Source: an optimization exercise on an open RTL-to-GDS flow (aim: small area, a short achievable clock period and few clock cycles per item). Production flows keep margins and buffers that such runs may drop.
At most, simulation tests tie the RTL to the original design; equivalence was not proved.

==> flow/design.v (excerpt) <==
module fp_alu_seq #(
   parameter int EXP_W = 8,
   parameter int MAN_W = 23
) (
   input  logic                   clk,
   input  logic                   rst,
   input  logic                   in_valid,
   output logic                   in_ready,
   input  logic [2:0]             op,
   input  logic [EXP_W+MAN_W:0]   a,
   input  logic [EXP_W+MAN_W:0]   b,
   output logic                   out_valid,
   input  logic                   out_ready,
   output logic [EXP_W+MAN_W:0]   result,
   output logic [3:0]             flags
);
Size: ~7400 cells after synthesis, roughly 110 I/O pins, about 48000 um2 of cells after synthesis.
==> flow/config.mk <==
export PLATFORM = sky130hd
export DESIGN_NAME = fp_alu_seq
export DESIGN_NICKNAME = fp_alu_seq
export VERILOG_FILES = /design/flow/design.v
export SDC_FILE = /design/flow/constraint.sdc
export NUM_CORES = 4
export LEC_CHECK = 0
export ABC_AREA = 1
export ABC_CLOCK_PERIOD_IN_PS = 5000
export CAP_MARGIN = 20
export CORE_MARGIN = 2
export CORE_UTILIZATION = 40
export SETUP_SLACK_MARGIN = 5
export SLEW_MARGIN = 20
==> flow/constraint.sdc <==
create_clock -name core_clock -period 11.0 [get_ports {clk}]
set_input_delay 2.2000 -clock core_clock [delete_from_list [all_inputs] [get_ports {clk}]]
set_output_delay 2.2000 -clock core_clock [all_outputs]
set_load 0.01 [all_outputs]
standard.sh (not shown) runs the stock make flow with config.mk's settings and CLKGATE_MAP_FILE= SYNTH_SCRIPT=/design/flow/synth_recipe.tcl, a recipe that flattens the netlist after the stock synthesis.
==> flow/flow/run.sh <==
#!/bin/bash
# Own flow: the standard layout (standard.sh), except that synthesis runs without
# the full/half-adder extraction (ADDER_MAP_FILE empty), so that ABC maps the adders
# itself. Registers, floorplan, power grid, placement, CTS and routing are the standard ones.
set -euo pipefail
bash standard.sh ADDER_MAP_FILE= synth > synth.log 2>&1
bash standard.sh finish > layout.log 2>&1
Testbench counts at the start, summed over its fixed seeds: cycles 3,617, items 3,000.
Next try:
--- a/flow/design.v
+++ b/flow/design.v
@@ -28,28 +28,25 @@
    logic        xc1;
    logic        sp1, spn1, spi1, sps1, nv1, dz1;
    logic        v2, div2, s2, z2;
    logic [9:0]  e2;
    logic [22:0] f2;
    logic        sp2, spn2, spi2, sps2, nv2, dz2;
+   logic        v3;
+   logic [31:0] res3;
+   logic [3:0]  fl3;
    logic        dbusy;
    logic [2:0]  dcnt;
    logic [26:0] dws, dwc;
    logic [24:0] dq, dqm;
    logic [23:0] dd;
-   logic        hv;           
-   logic [26:0] hws, hwc;
-   logic [24:0] hq;
-   logic adv, adv0, accept, consume, dfree, start_in, start_r0, div0, dfin, dstep;
+   logic adv, adv0, accept, consume, dfree, start_in, start_r0, div0;
    assign div0     = (op0 == OP_DIV);
-   assign out_valid = v2 && (!div2 || hv);
-   assign adv      = !v2 || (out_ready && (!div2 || hv));
+   assign adv      = !(v3 && !out_ready) && !(v2 && div2 && (dcnt != 3'd0));
    assign consume  = v2 && div2 && adv;
-   assign dfin     = dbusy && (dcnt == 3'd1) && (!hv || consume);
-   assign dstep    = dbusy && ((dcnt > 3'd1) || dfin);
-   assign dfree    = !dbusy || dfin;
+   assign dfree    = !dbusy || consume;
    assign start_r0 = v0 && div0 && !st0 && dfree;
    assign adv0     = adv && (!div0 || (st0 && ({1'b0, dcnt} <= 4'(2 + XST))));
    assign in_ready = !v0 || adv0;
    assign accept   = in_valid && in_ready;
    assign start_in = accept && (op == OP_DIV) && dfree;
    logic       sa, sb, sb_eff, sx;
@@ -196,14 +193,14 @@
    logic [9:0]  e2m1;
    logic [7:0]  e3;
    logic        ovf, unf, ovf_a, unf_a, ovf_b, unf_b, dhi;
    logic [31:0] res_n;
    logic [3:0]  fl_n;
    always_comb begin
-      wsum  = hws + hwc;
-      qf    = wsum[26] ? (hq - 25'd1) : hq;
+      wsum  = dws + dwc;
+      qf    = wsum[26] ? dqm : dq;
       dhi   = qf[24];
       e2m1  = e2 - 10'd1;
       ovf_a = !e2[9] && (e2 >= 10'd255);
       unf_a = e2[9] || (e2 == 10'd0);
       ovf_b = !e2m1[9] && (e2m1 >= 10'd255);
       unf_b = e2m1[9] || (e2m1 == 10'd0);
@@ -230,14 +227,23 @@
          fl_n  = 4'b0010;
       end else if (unf) begin
          res_n = {s2, 31'd0};
          fl_n  = 4'b0001;
       end
    end
-   assign result    = res_n;
-   assign flags     = fl_n;
+   always_ff @(posedge clk) begin
+      if (rst) v3 <= 1'b0;
+      else if (!(v3 && !out_ready)) v3 <= adv && v2;
+      if (adv && v2) begin
+         res3 <= res_n;
+         fl3  <= fl_n;
+      end
+   end
+   assign out_valid = v3;
+   assign result    = res3;
+   assign flags     = fl3;
    always_ff @(posedge clk) begin
       if (rst) v0 <= 1'b0;
       else if (!v0 || adv0) v0 <= accept;
       if (accept) begin
          a0  <= a;
          b0  <= b;
@@ -264,41 +270,31 @@
    fp_div_step u_ds3 (.ws(sws2), .wc(swc2), .q(sq2), .qm(sqm2), .d(dd),
                       .ws_n(sws3), .wc_n(swc3), .q_n(sq3), .qm_n(sqm3));
    always_ff @(posedge clk) begin
       if (rst) begin
          dbusy <= 1'b0;
          dcnt  <= 3'd0;
-         hv    <= 1'b0;
+      end else if (start_in || start_r0) begin
+         dbusy <= 1'b1;
+         dcnt  <= 3'd4;
       end else begin
-         if (start_in || start_r0) begin
-            dbusy <= 1'b1;
-            dcnt  <= 3'd4;
-         end else if (dstep) begin
-            dcnt  <= dcnt - 3'd1;
-            if (dfin) dbusy <= 1'b0;
-         end
-         if (dfin) hv <= 1'b1;
-         else if (consume) hv <= 1'b0;
+         if (consume) dbusy <= 1'b0;
+         if (dbusy && (dcnt != 3'd0)) dcnt <= dcnt - 3'd1;
       end
       if (start_in || start_r0) begin
          dws <= lws;
          dwc <= lwc;
          dq  <= lq;
          dqm <= lqm;
          dd  <= ld;
-      end else if (dstep) begin
+      end else if (dbusy && (dcnt != 3'd0)) begin
          dws <= sws3;
          dwc <= swc3;
          dq  <= sq3;
          dqm <= sqm3;
       end
-      if (dfin) begin
-         hws <= sws3;
-         hwc <= swc3;
-         hq  <= sq3;
-      end
    end
 endmodule
 module fp_div_step (
    input  logic [26:0] ws,
    input  logic [26:0] wc,
    input  logic [24:0] q,
Register-to-register slack gets better by 0.08 ns.
Fmax rises by 4.0%.
Utilization is lower by 3.3 points.
Routed wire length fell by 11%.
Setup slack improved by 0.26 ns.
Design area came out lower by 9.7%.
Count of clock-buffer cells in the layout shrinks by 8.
Clock skew is higher by 0.025 ns.
Area after synthesis falls by 4.0%.
Synthesized cell count shrinks by 3.4%.
No functional check of the RTL was part of the second run of this note.

==> separate check: timing with driven ports <==
In the flow no input, the clock included, has a driving cell. The finished layouts below were timed again as built, in two steps. Step 1 assumes that a clkbuf_16 drives the clock port and a buf_2 every other input. Step 2 adds t to the input delays and takes it off the output delays; t is the mean of the earliest and latest rising clock arrival at the registers after step 1. Input paths then give back, and output paths get back, about the clock's delay inside the block. Three values: ideal ports, drivers, drivers and shift; two values: the first two.
run | shift t [ns] | setup slack, ns | worst setup path after step 2 | worst register clock-pin slew, ns
the first run | 0.702 | 4.271 / 4.199 / 4.445 | register to register | 0.07 / 0.07
the second run | 0.699 | 4.527 / 4.527 / 4.527 | register to register | 0.07 / 0.07
After both steps every run listed still meets setup and hold.
